This design comes from an exercise in tuning for small area, a short achievable clock period and few clock cycles per item on the open sky130 flow, not from production work.
The RTL was checked by simulation tests, not by an equivalence proof against the original design.
No activity file was given, so power comes from the tool's default toggle rates.

==> flow/design.v <==
package bdq_pkg;
   localparam int DEF_DEPTH      = 16;
   localparam int DEF_DATA_WIDTH = 32;
   localparam int ACTION_W = 3;
   localparam int VALUE_W  = 32;
   localparam int INDEX_W  = 4;
   localparam int STATUS_W = 2;
   localparam int POS_W    = 4;
   localparam int COUNT_W  = 5;
   typedef enum logic [ACTION_W-1:0] {
      ACT_PUSH_TAIL = 3'd0,
      ACT_PUSH_HEAD = 3'd1,
      ACT_POP_HEAD  = 3'd2,
      ACT_POP_TAIL  = 3'd3,
      ACT_DELETE    = 3'd4,
      ACT_READ      = 3'd5,
      ACT_FIND      = 3'd6
   } action_type;
   typedef enum logic [STATUS_W-1:0] {
      ST_OK    = 2'd0,
      ST_FULL  = 2'd1,
      ST_EMPTY = 2'd2,
      ST_RANGE = 2'd3
   } status_type;
   typedef enum logic [1:0] {
      S_IDLE,
      S_READ,
      S_SCAN
   } state_type;
   typedef struct packed {
      status_type          status;
      logic [VALUE_W-1:0]  read_data;
      logic                found;
      logic [POS_W-1:0]    position;
      logic [COUNT_W-1:0]  count;
   } result_type;
endpackage
module bdq_mem #(
   parameter int DEPTH = bdq_pkg::DEF_DEPTH,
   parameter int WIDTH = bdq_pkg::DEF_DATA_WIDTH,
   localparam int AW = (DEPTH > 1) ? $clog2(DEPTH) : 1
) (
   input  logic             clock,
   input  logic             wr_en,
   input  logic [AW-1:0]    wr_addr,
   input  logic [WIDTH-1:0] wr_data,
   input  logic             rd_en,
   input  logic [AW-1:0]    rd_addr,
   output logic [WIDTH-1:0] rd_data
);
   logic [WIDTH-1:0] mem [DEPTH];
   always_ff @(posedge clock) begin
      if (wr_en) begin
         mem[wr_addr] <= wr_data;
      end
   end
   always_ff @(posedge clock) begin
      if (rd_en) begin
         rd_data <= mem[rd_addr];
      end
   end
endmodule
module bdq_ctrl #(
   parameter int DEPTH = bdq_pkg::DEF_DEPTH,
   parameter int SW    = bdq_pkg::DEF_DATA_WIDTH,
   localparam int PW = (DEPTH > 1) ? $clog2(DEPTH) : 1,
   localparam int CW = $clog2(DEPTH + 1)
) (
   input  logic                               clock,
   input  logic                               reset,
   input  logic                               start,
   input  logic [bdq_pkg::ACTION_W-1:0]       req_action,
   input  logic signed [bdq_pkg::VALUE_W-1:0] req_value,
   input  logic [bdq_pkg::INDEX_W-1:0]        req_index,
   output logic                               busy,
   output logic                               done,
   output bdq_pkg::result_type                result,
   output logic                               mem_wr_en,
   output logic [PW-1:0]                      mem_wr_addr,
   output logic [SW-1:0]                      mem_wr_data,
   output logic                               mem_rd_en,
   output logic [PW-1:0]                      mem_rd_addr,
   input  logic [SW-1:0]                      mem_rd_data
);
   localparam int IW = (CW > bdq_pkg::INDEX_W) ? CW : bdq_pkg::INDEX_W;
   localparam int P1W  = PW + 1;
   localparam int VW   = bdq_pkg::VALUE_W;
   localparam int POSW = bdq_pkg::POS_W;
   localparam int CNTW = bdq_pkg::COUNT_W;
   bdq_pkg::state_type  state_ff, state_in;
   logic [PW-1:0]       head_ff, head_in;
   logic [CW-1:0]       count_ff, count_in;
   logic [SW-1:0]       val_ff, val_in;
   logic                is_del_ff, is_del_in;
   logic [CW-1:0]       rd_pos_ff, rd_pos_in;
   logic                pend_ff, pend_in;
   logic [PW-1:0]       cmp_pos_ff, cmp_pos_in;
   logic [CW-1:0]       k_ff, k_in;
   bdq_pkg::action_type act;
   logic                full, empty, idx_ok, match, last, scan_done;
   logic [PW-1:0]       head_m1, head_p1;
   logic [PW-1:0]       wr_pos, rd_pos;
   function automatic logic [PW-1:0] slot_of(input logic [PW-1:0] h, input logic [PW-1:0] p);
      logic [PW:0] s;
      s = {1'b0, h} + {1'b0, p};
      if (s >= P1W'(DEPTH)) begin
         s = s - P1W'(DEPTH);
      end
      slot_of = s[PW-1:0];
   endfunction
   assign act       = bdq_pkg::action_type'(req_action);
   assign full      = (count_ff == CW'(DEPTH));
   assign empty     = (count_ff == '0);
   assign idx_ok    = (IW'(req_index) < IW'(count_ff));
   assign head_m1   = (head_ff == '0) ? PW'(DEPTH - 1) : head_ff - PW'(1);
   assign head_p1   = (head_ff == PW'(DEPTH - 1)) ? '0 : head_ff + PW'(1);
   assign match     = (mem_rd_data == val_ff);
   assign last      = ((CW'(cmp_pos_ff) + CW'(1)) == count_ff);
   assign scan_done = pend_ff && (last || (!is_del_ff && match));
   assign busy      = (state_ff != bdq_pkg::S_IDLE);
   always_comb begin
      state_in = state_ff;
      unique case (state_ff)
         bdq_pkg::S_IDLE: begin
            if (start) begin
               if (act == bdq_pkg::ACT_READ && idx_ok) begin
                  state_in = bdq_pkg::S_READ;
               end else if ((act == bdq_pkg::ACT_DELETE || act == bdq_pkg::ACT_FIND)
                            && !empty) begin
                  state_in = bdq_pkg::S_SCAN;
               end
            end
         end
         bdq_pkg::S_READ: state_in = bdq_pkg::S_IDLE;
         bdq_pkg::S_SCAN: begin
            if (scan_done) begin
               state_in = bdq_pkg::S_IDLE;
            end
         end
         default: state_in = bdq_pkg::S_IDLE;
      endcase
   end
   always_comb begin
      head_in    = head_ff;
      count_in   = count_ff;
      val_in     = val_ff;
      is_del_in  = is_del_ff;
      rd_pos_in  = rd_pos_ff;
      pend_in    = pend_ff;
      cmp_pos_in = cmp_pos_ff;
      k_in       = k_ff;
      wr_pos     = k_ff[PW-1:0];
      rd_pos     = rd_pos_ff[PW-1:0];
      mem_wr_en  = 1'b0;
      mem_wr_data = mem_rd_data;
      mem_rd_en  = 1'b0;
      done       = 1'b0;
      result     = '0;
      mem_wr_addr = slot_of(head_ff, wr_pos);
      mem_rd_addr = slot_of(head_ff, rd_pos);
      unique case (state_ff)
         bdq_pkg::S_IDLE: begin
            if (start) begin
               unique case (act)
                  bdq_pkg::ACT_PUSH_TAIL: begin
                     done = 1'b1;
                     if (full) begin
                        result.status = bdq_pkg::ST_FULL;
                     end else begin
                        wr_pos      = count_ff[PW-1:0];
                        mem_wr_addr = slot_of(head_ff, wr_pos);
                        mem_wr_en   = 1'b1;
                        mem_wr_data = req_value[SW-1:0];
                        count_in    = count_ff + CW'(1);
                     end
                  end
                  bdq_pkg::ACT_PUSH_HEAD: begin
                     done = 1'b1;
                     if (full) begin
                        result.status = bdq_pkg::ST_FULL;
                     end else begin
                        mem_wr_addr = head_m1;
                        mem_wr_en   = 1'b1;
                        mem_wr_data = req_value[SW-1:0];
                        head_in     = head_m1;
                        count_in    = count_ff + CW'(1);
                     end
                  end
                  bdq_pkg::ACT_POP_HEAD: begin
                     done = 1'b1;
                     if (empty) begin
                        result.status = bdq_pkg::ST_EMPTY;
                     end else begin
                        head_in  = head_p1;
                        count_in = count_ff - CW'(1);
                     end
                  end
                  bdq_pkg::ACT_POP_TAIL: begin
                     done = 1'b1;
                     if (empty) begin
                        result.status = bdq_pkg::ST_EMPTY;
                     end else begin
                        count_in = count_ff - CW'(1);
                     end
                  end
                  bdq_pkg::ACT_READ: begin
                     if (idx_ok) begin
                        rd_pos      = PW'(req_index);
                        mem_rd_addr = slot_of(head_ff, rd_pos);
                        mem_rd_en   = 1'b1;
                     end else begin
                        done          = 1'b1;
                        result.status = bdq_pkg::ST_RANGE;
                     end
                  end
                  bdq_pkg::ACT_DELETE, bdq_pkg::ACT_FIND: begin
                     if (empty) begin
                        done = 1'b1;
                     end
                     val_in    = req_value[SW-1:0];
                     is_del_in = (act == bdq_pkg::ACT_DELETE);
                     rd_pos_in = '0;
                     pend_in   = 1'b0;
                     k_in      = '0;
                  end
                  default: done = 1'b1;
               endcase
            end
         end
         bdq_pkg::S_READ: begin
            done             = 1'b1;
            result.read_data = VW'(mem_rd_data);
         end
         bdq_pkg::S_SCAN: begin
            if (rd_pos_ff < count_ff) begin
               mem_rd_en  = 1'b1;
               rd_pos_in  = rd_pos_ff + CW'(1);
               pend_in    = 1'b1;
               cmp_pos_in = rd_pos_ff[PW-1:0];
            end else begin
               pend_in = 1'b0;
            end
            if (pend_ff) begin
               if (is_del_ff) begin
                  if (!match) begin
                     mem_wr_en = 1'b1;
                     k_in      = k_ff + CW'(1);
                  end
                  if (last) begin
                     count_in = k_in;
                     done     = 1'b1;
                  end
               end else if (match) begin
                  done            = 1'b1;
                  result.found    = 1'b1;
                  result.position = POSW'(cmp_pos_ff);
               end else if (last) begin
                  done = 1'b1;
               end
            end
         end
         default: ;
      endcase
      result.count = CNTW'(count_in);
   end
   always_ff @(posedge clock) begin
      if (reset) begin
         state_ff <= bdq_pkg::S_IDLE;
         head_ff  <= '0;
         count_ff <= '0;
         pend_ff  <= 1'b0;
      end else begin
         state_ff <= state_in;
         head_ff  <= head_in;
         count_ff <= count_in;
         pend_ff  <= pend_in;
      end
   end
   always_ff @(posedge clock) begin
      val_ff     <= val_in;
      is_del_ff  <= is_del_in;
      rd_pos_ff  <= rd_pos_in;
      cmp_pos_ff <= cmp_pos_in;
      k_ff       <= k_in;
   end
endmodule
module bounded_deque_with_value_delete #(
   parameter int DEPTH      = bdq_pkg::DEF_DEPTH,
   parameter int DATA_WIDTH = bdq_pkg::DEF_DATA_WIDTH
) (
   input  logic                               clock,
   input  logic                               reset,
   input  logic                               req_valid,
   output logic                               req_stall,
   input  logic [bdq_pkg::ACTION_W-1:0]       req_action,
   input  logic signed [bdq_pkg::VALUE_W-1:0] req_value,
   input  logic [bdq_pkg::INDEX_W-1:0]        req_index,
   output logic                               rsp_valid,
   input  logic                               rsp_stall,
   output logic [bdq_pkg::STATUS_W-1:0]       rsp_status,
   output logic signed [bdq_pkg::VALUE_W-1:0] rsp_read_data,
   output logic                               rsp_found,
   output logic [bdq_pkg::POS_W-1:0]          rsp_position,
   output logic [bdq_pkg::COUNT_W-1:0]        rsp_count
);
   localparam int SW = (DATA_WIDTH < bdq_pkg::VALUE_W) ? DATA_WIDTH : bdq_pkg::VALUE_W;
   localparam int PW = (DEPTH > 1) ? $clog2(DEPTH) : 1;
   logic                start, busy, done;
   bdq_pkg::result_type result;
   bdq_pkg::result_type rsp_ff, rsp_in;
   logic                rsp_valid_ff, rsp_valid_in;
   logic                wr_en, rd_en;
   logic [PW-1:0]       wr_addr, rd_addr;
   logic [SW-1:0]       wr_data, rd_data;
   assign req_stall = busy || (rsp_valid_ff && rsp_stall);
   assign start     = req_valid && !req_stall;
   bdq_ctrl #(
      .DEPTH (DEPTH),
      .SW    (SW)
   ) u_ctrl (
      .clock       (clock),
      .reset       (reset),
      .start       (start),
      .req_action  (req_action),
      .req_value   (req_value),
      .req_index   (req_index),
      .busy        (busy),
      .done        (done),
      .result      (result),
      .mem_wr_en   (wr_en),
      .mem_wr_addr (wr_addr),
      .mem_wr_data (wr_data),
      .mem_rd_en   (rd_en),
      .mem_rd_addr (rd_addr),
      .mem_rd_data (rd_data)
   );
   bdq_mem #(
      .DEPTH (DEPTH),
      .WIDTH (SW)
   ) u_mem (
      .clock   (clock),
      .wr_en   (wr_en),
      .wr_addr (wr_addr),
      .wr_data (wr_data),
      .rd_en   (rd_en),
      .rd_addr (rd_addr),
      .rd_data (rd_data)
   );
   assign rsp_valid_in = done || (rsp_valid_ff && rsp_stall);
   assign rsp_in       = done ? result : rsp_ff;
   always_ff @(posedge clock) begin
      if (reset) begin
         rsp_valid_ff <= 1'b0;
      end else begin
         rsp_valid_ff <= rsp_valid_in;
      end
   end
   always_ff @(posedge clock) begin
      rsp_ff <= rsp_in;
   end
   assign rsp_valid     = rsp_valid_ff;
   assign rsp_status    = rsp_ff.status;
   assign rsp_read_data = rsp_ff.read_data;
   assign rsp_found     = rsp_ff.found;
   assign rsp_position  = rsp_ff.position;
   assign rsp_count     = rsp_ff.count;
endmodule
==> flow/run.sh <==
#!/bin/bash
# synth_recipe.tcl (not shown) runs the flow's synth.tcl, then flattens the netlist and writes it again
# the make line also repeats each setting of config.mk as NAME=value (left out here)
make -C /OpenROAD-flow-scripts/flow DESIGN_CONFIG=/design/flow/config.mk WORK_HOME=/design/flow/orfs CLKGATE_MAP_FILE= SYNTH_SCRIPT=/design/flow/synth_recipe.tcl finish
==> flow/config.mk <==
export PLATFORM = sky130hd
export DESIGN_NAME = bounded_deque_with_value_delete
export DESIGN_NICKNAME = bounded_deque_with_value_delete
export VERILOG_FILES = /design/flow/design.v
export SDC_FILE = /design/flow/constraint.sdc
export NUM_CORES = 4
export LEC_CHECK = 0
export CAP_MARGIN = 20
export CORE_MARGIN = 2
export CORE_UTILIZATION = 40
export SLEW_MARGIN = 20
==> flow/constraint.sdc <==
create_clock -name core_clock -period 5.0 [get_ports {clock}]
set_input_delay 1.0000 -clock core_clock [delete_from_list [all_inputs] [get_ports {clock}]]
set_output_delay 1.0000 -clock core_clock [all_outputs]
set_load 0.01 [all_outputs]
==> key figures <==
Setup path
  – R2R setup slack: 1.07 ns
  – FF-to-FF path depth: 11
  – CP arrival: 4.29 ns
  – Crit path max fanout: 17
  – CP max stage delay: 0.54 ns
  – Slowest cell on crit path: mux4_2
  – Reg2reg end: u_mem.mem[9][11]
  – WP buf/inv: 2
  – Crit. End Element: flop
  – Top Family by Delay on Critical Path: compound AO/OA/AOI/OAI gates
  – Critical Path Source Type: input port
  – WS Path Type: in2reg
  – Worst-path cell chain: clkdlybuf4s50_1 -> ha_1 -> o21a_1 -> o21ai_0 -> o211a_4 -> mux2i_4 -> buf_4 -> mux4_2 -> a22oi_1 -> nand2_1
  – Reg2reg start: u_ctrl.count_ff[1]
  – Required time of the critical path: 5.35 ns

Clock network
  – # H-tree levels: 3
  – Clock root buffer: clkbuf_16
  – Worst skew pair latency: 0.61 ns
  – CTS Sinks: 648
  – Hold buffer count at cts: 0
  – CTS resizes: 0
  – Number of CTS-inserted buffers: 68
  – CTS tree: done
  – Post-CTS setup buffers: 0
  – Clk buf depth: 3
  – Clock-pin slew on the worst setup and hold paths: 0.06 ns

Yosys
  – Area leader, netlist: edfxtp_1
  – Post-synthesis register bit count: 648
  – Mapped Area: 0.0264 mm²
  – Mapped Cells: 1693
  – Seq/Total Area, Yosys: 73.3%
  – Syn Nets: 1766
  – Distinct cells, synth: 62
  – Main synth FF type: edfxtp_1
  – Yosys warns: 3
  – Syn Area/Cell: 15.6 µm²
  – Largest cells by area after synthesis: edfxtp_1 72%, mux4_2 5.3%, nand2_1 3.4%
  – Top-area cell type share of the netlist area: 72.3%
  – Number of flops mapped to enable cells by yosys: 635
  – Ys async rst share: 0%

Detailed routing
  – Antenna viol nets, final: 0
  – Total wire length: 68600 µm
  – First-iteration detailed-routing DRC count: 1761
  – Router iterations before antenna repair: 5
  – Via/cell ratio: 5.60
  – DRC viols: 0
  – Via count: 15300
  – DR WL/cell: 25.0 µm

Timing
  – Setup violations, final: 0
  – Slew headroom: 29.7%
  – RSZ-0062 raised after global routing: false
  – Fin crit period: 3.94 ns
  – Fmax: 0.254 GHz
  – Slew Viols, Final: 0
  – Final Hold Fails: 0
  – Sum of negative setup slack: 0 ns
  – Fin crit share: 78.8%
  – Worst Tran Pin Value: 1.05 ns
  – Clock skew: 0.0269 ns

Power
  – Clk pwr share: 39.2%
  – P_leak: 0.0103 µW
  – Peak VDD IR: 0.241 mV
  – Power density over cell area: 393 mW/mm²
  – Int Pwr: 9330 µW
  – Comb pwr share: 10.4%
  – Power Total: 12200 µW
  – Switching Share: 23.5%
  – Seq pwr share: 50.3%
  – Switching power of the nets: 2870 µW

Global route
  – Antenna violations before repair: 0
  – Largest net degree at the start of global routing: 48
  – Vias in the first global route: 15100
  – GR Overflow Total: 0
  – Tot GR Track Use: 20.4%
  – First-pass GRT wire length: 101000 µm

Job
  – Max Cap Viol: 0

Die
  – FP Rows: 94
  – Chip width: 261 µm
  – Initial Util: 40.3%
  – Die area: 0.0680 mm²
  – Core area: 0.0655 mm²
  – Top Ports: 89
  – Die H: 261 µm

Cells and area
  – Non-filler cells, final: 2741
  – Fillers: 5519
  – Most frequent cells in the layout: 635 x edfxtp_1, 241 x nand2_1, 104 x nor2_1
  – P&R area growth vs syn: 17.8%
  – # diodes: 0
  – Final nets: 1908
  – Commonest non-fill, non-tap cell in the layout: edfxtp_1
  – Share of cells above drive strength 1: 15.7%

Hold path
  – Hold Path Cell Cnt: 2
  – Hold EP: u_ctrl.pend_ff
  – Worst hold path type: reg2reg
  – Hold path startpoint: u_ctrl.pend_ff

Placed design
  – DP HPWL: 40200 µm
  – IO buf count: 88
  – Placed insts: 2629
  – GP Congestion: 0.877

Outcome
  – Status: finished clean
## metal layers
layer  wire, µm  vias to the layer above  GRT usage (%)  share of wire, %
li1           -                     6754              -                 -
met1      29400                     7852           29.0                43
met2      32600                      666           32.8                48
met3       5460                       73           2.93               8.0
met4       1100                        0           5.60               1.6
met5          0                        -              0                 0
## power groups by stage
stage | clock [µW] | sequential, µW | combinational, µW
floorplan | 0 | 6260 | 720
global placement | 0 | 6250 | 1260
detailed placement | 0 | 6260 | 1280
CTS | 4880 | 6140 | 1280
global route | 5090 | 6150 | 1380
finish | 4790 | 6140 | 1270
## sequential cells by signal, summed over array words and instances, names as in the netlist
| name | flops |
|---|---|
| u_mem.mem | 512 |
| rsp_ff | 44 |
| u_ctrl.val_ff | 32 |
| u_mem.rd_data | 32 |
| u_ctrl.count_ff | 5 |
| u_ctrl.k_ff | 5 |
| u_ctrl.rd_pos_ff | 5 |
| u_ctrl.cmp_pos_ff | 4 |
| u_ctrl.head_ff | 4 |
| u_ctrl.state_ff | 2 |
| rsp_valid_ff | 1 |
| u_ctrl.is_del_ff | 1 |
| u_ctrl.pend_ff | 1 |
## logic make-up after synthesis
kind of cell               share of synthesized area [%]
DFF                                                 73.3
adders and majority gates                           1.54
xor gates and xnor gates                            1.93
muxes                                               7.16
buffers and inverters                               1.61
and+or+nand+nor                                     9.74
AOI/OAI and AO/OA                                   4.73
## worst reg2reg max path, stage by stage (launching register included)
cell and delay (ns):
dfxtp_1 0.30, buf_4 0.18, inv_1 0.17, ha_1 0.22, nor3b_1 0.46, nand2_1 0.27, nand3b_1 0.40, buf_4 0.49
o21a_1 0.23, nand2_1 0.24, nor2_4 0.44, buf_12 0.25
## worst max path at each step
stage | from | to | slack, ns | cells past startpoint
after global placement | req_index[2] | u_mem.rd_data[20] | 0.54 | 10
after global routing | u_ctrl.count_ff[0] | u_mem.mem[9][29] | 0.86 | 10
after floorplan | rsp_stall | u_mem.mem[6][0] | 0.69 | 8
after CTS | u_ctrl.count_ff[2] | u_mem.rd_data[20] | 1.11 | 10
after detailed placement | req_index[2] | u_mem.rd_data[20] | 0.49 | 10
final | req_index[2] | u_mem.rd_data[20] | 1.06 | 10
## cells in the mapped netlist (all sizes together) (7+ instances only)
cell	count
mux2i	8
mux4	62
nand4	37
and2	46
o2111ai	24
dfxtp	13
nor4	9
clkbuf	45
ha	26
a21oi	27
inv	16
mux2	36
edfxtp	635
buf	39
nor2	124
a22oi	34
nand2b	7
nand3	80
nor2b	9
xnor2	14
a31oi	11
nor3	7
o21ai	43
nand2	242
xor2	44
## through the flow
step | hold WS [ns] | setup slack, ns | cell area (µm²) | util, %
2_1_floorplan | 0.514 | 0.692 | 26400 | -
3_3_place_gp | 0.556 | 0.540 | 29000 | 44.3
3_5_place_dp | 0.563 | 0.486 | 29000 | 44.3
4_1_cts | 0.577 | 1.11 | 31100 | 47.4
5_1_grt | 0.615 | 0.861 | 31100 | 47.4
6_report | 0.570 | 1.06 | 31100 | 47.4
## area by class of cell
class,instances,area [µm²],area share (%)
flip-flops and latches,648,19300,62.2
multi-input cells,945,6820,22.0
clock buffers,80,1790,5.76
repair buffers,156,1720,5.52
well taps,864,1080,3.48
clock inverters,32,278,0.894
inverters,16,60.1,0.193
Testbench counts, summed over its fixed seeds: cycles 45,350, items 12,000.

==> re-timing with driven ports <==
Ports are ideal in the flow. The routed layout listed here was re-timed in OpenROAD. Step 1 sets driving cells, clkbuf_16 on the clock port and buf_2 on the other inputs (assumed; they add their load-dependent delay and slew). Step 2 adds t to the input delays and takes it off the output delays; t is the mean of the earliest and latest rising clock arrival at the registers after step 1. Input paths then give back, and output paths get back, about the clock's delay inside the block. a / b / c = ideal / step 1 / step 2; a / b = the first two.
t (ns): 0.661
setup slack, ns: 1.060 / 1.074 / 0.429
hold slack, ns: 0.570 / 0.570 / 0.570
pins driven straight from the clock port: 1
After both steps setup and hold are still met in this run. The setup slack of this run moves by +0.014 ns with the drivers and by -0.631 ns with both steps.
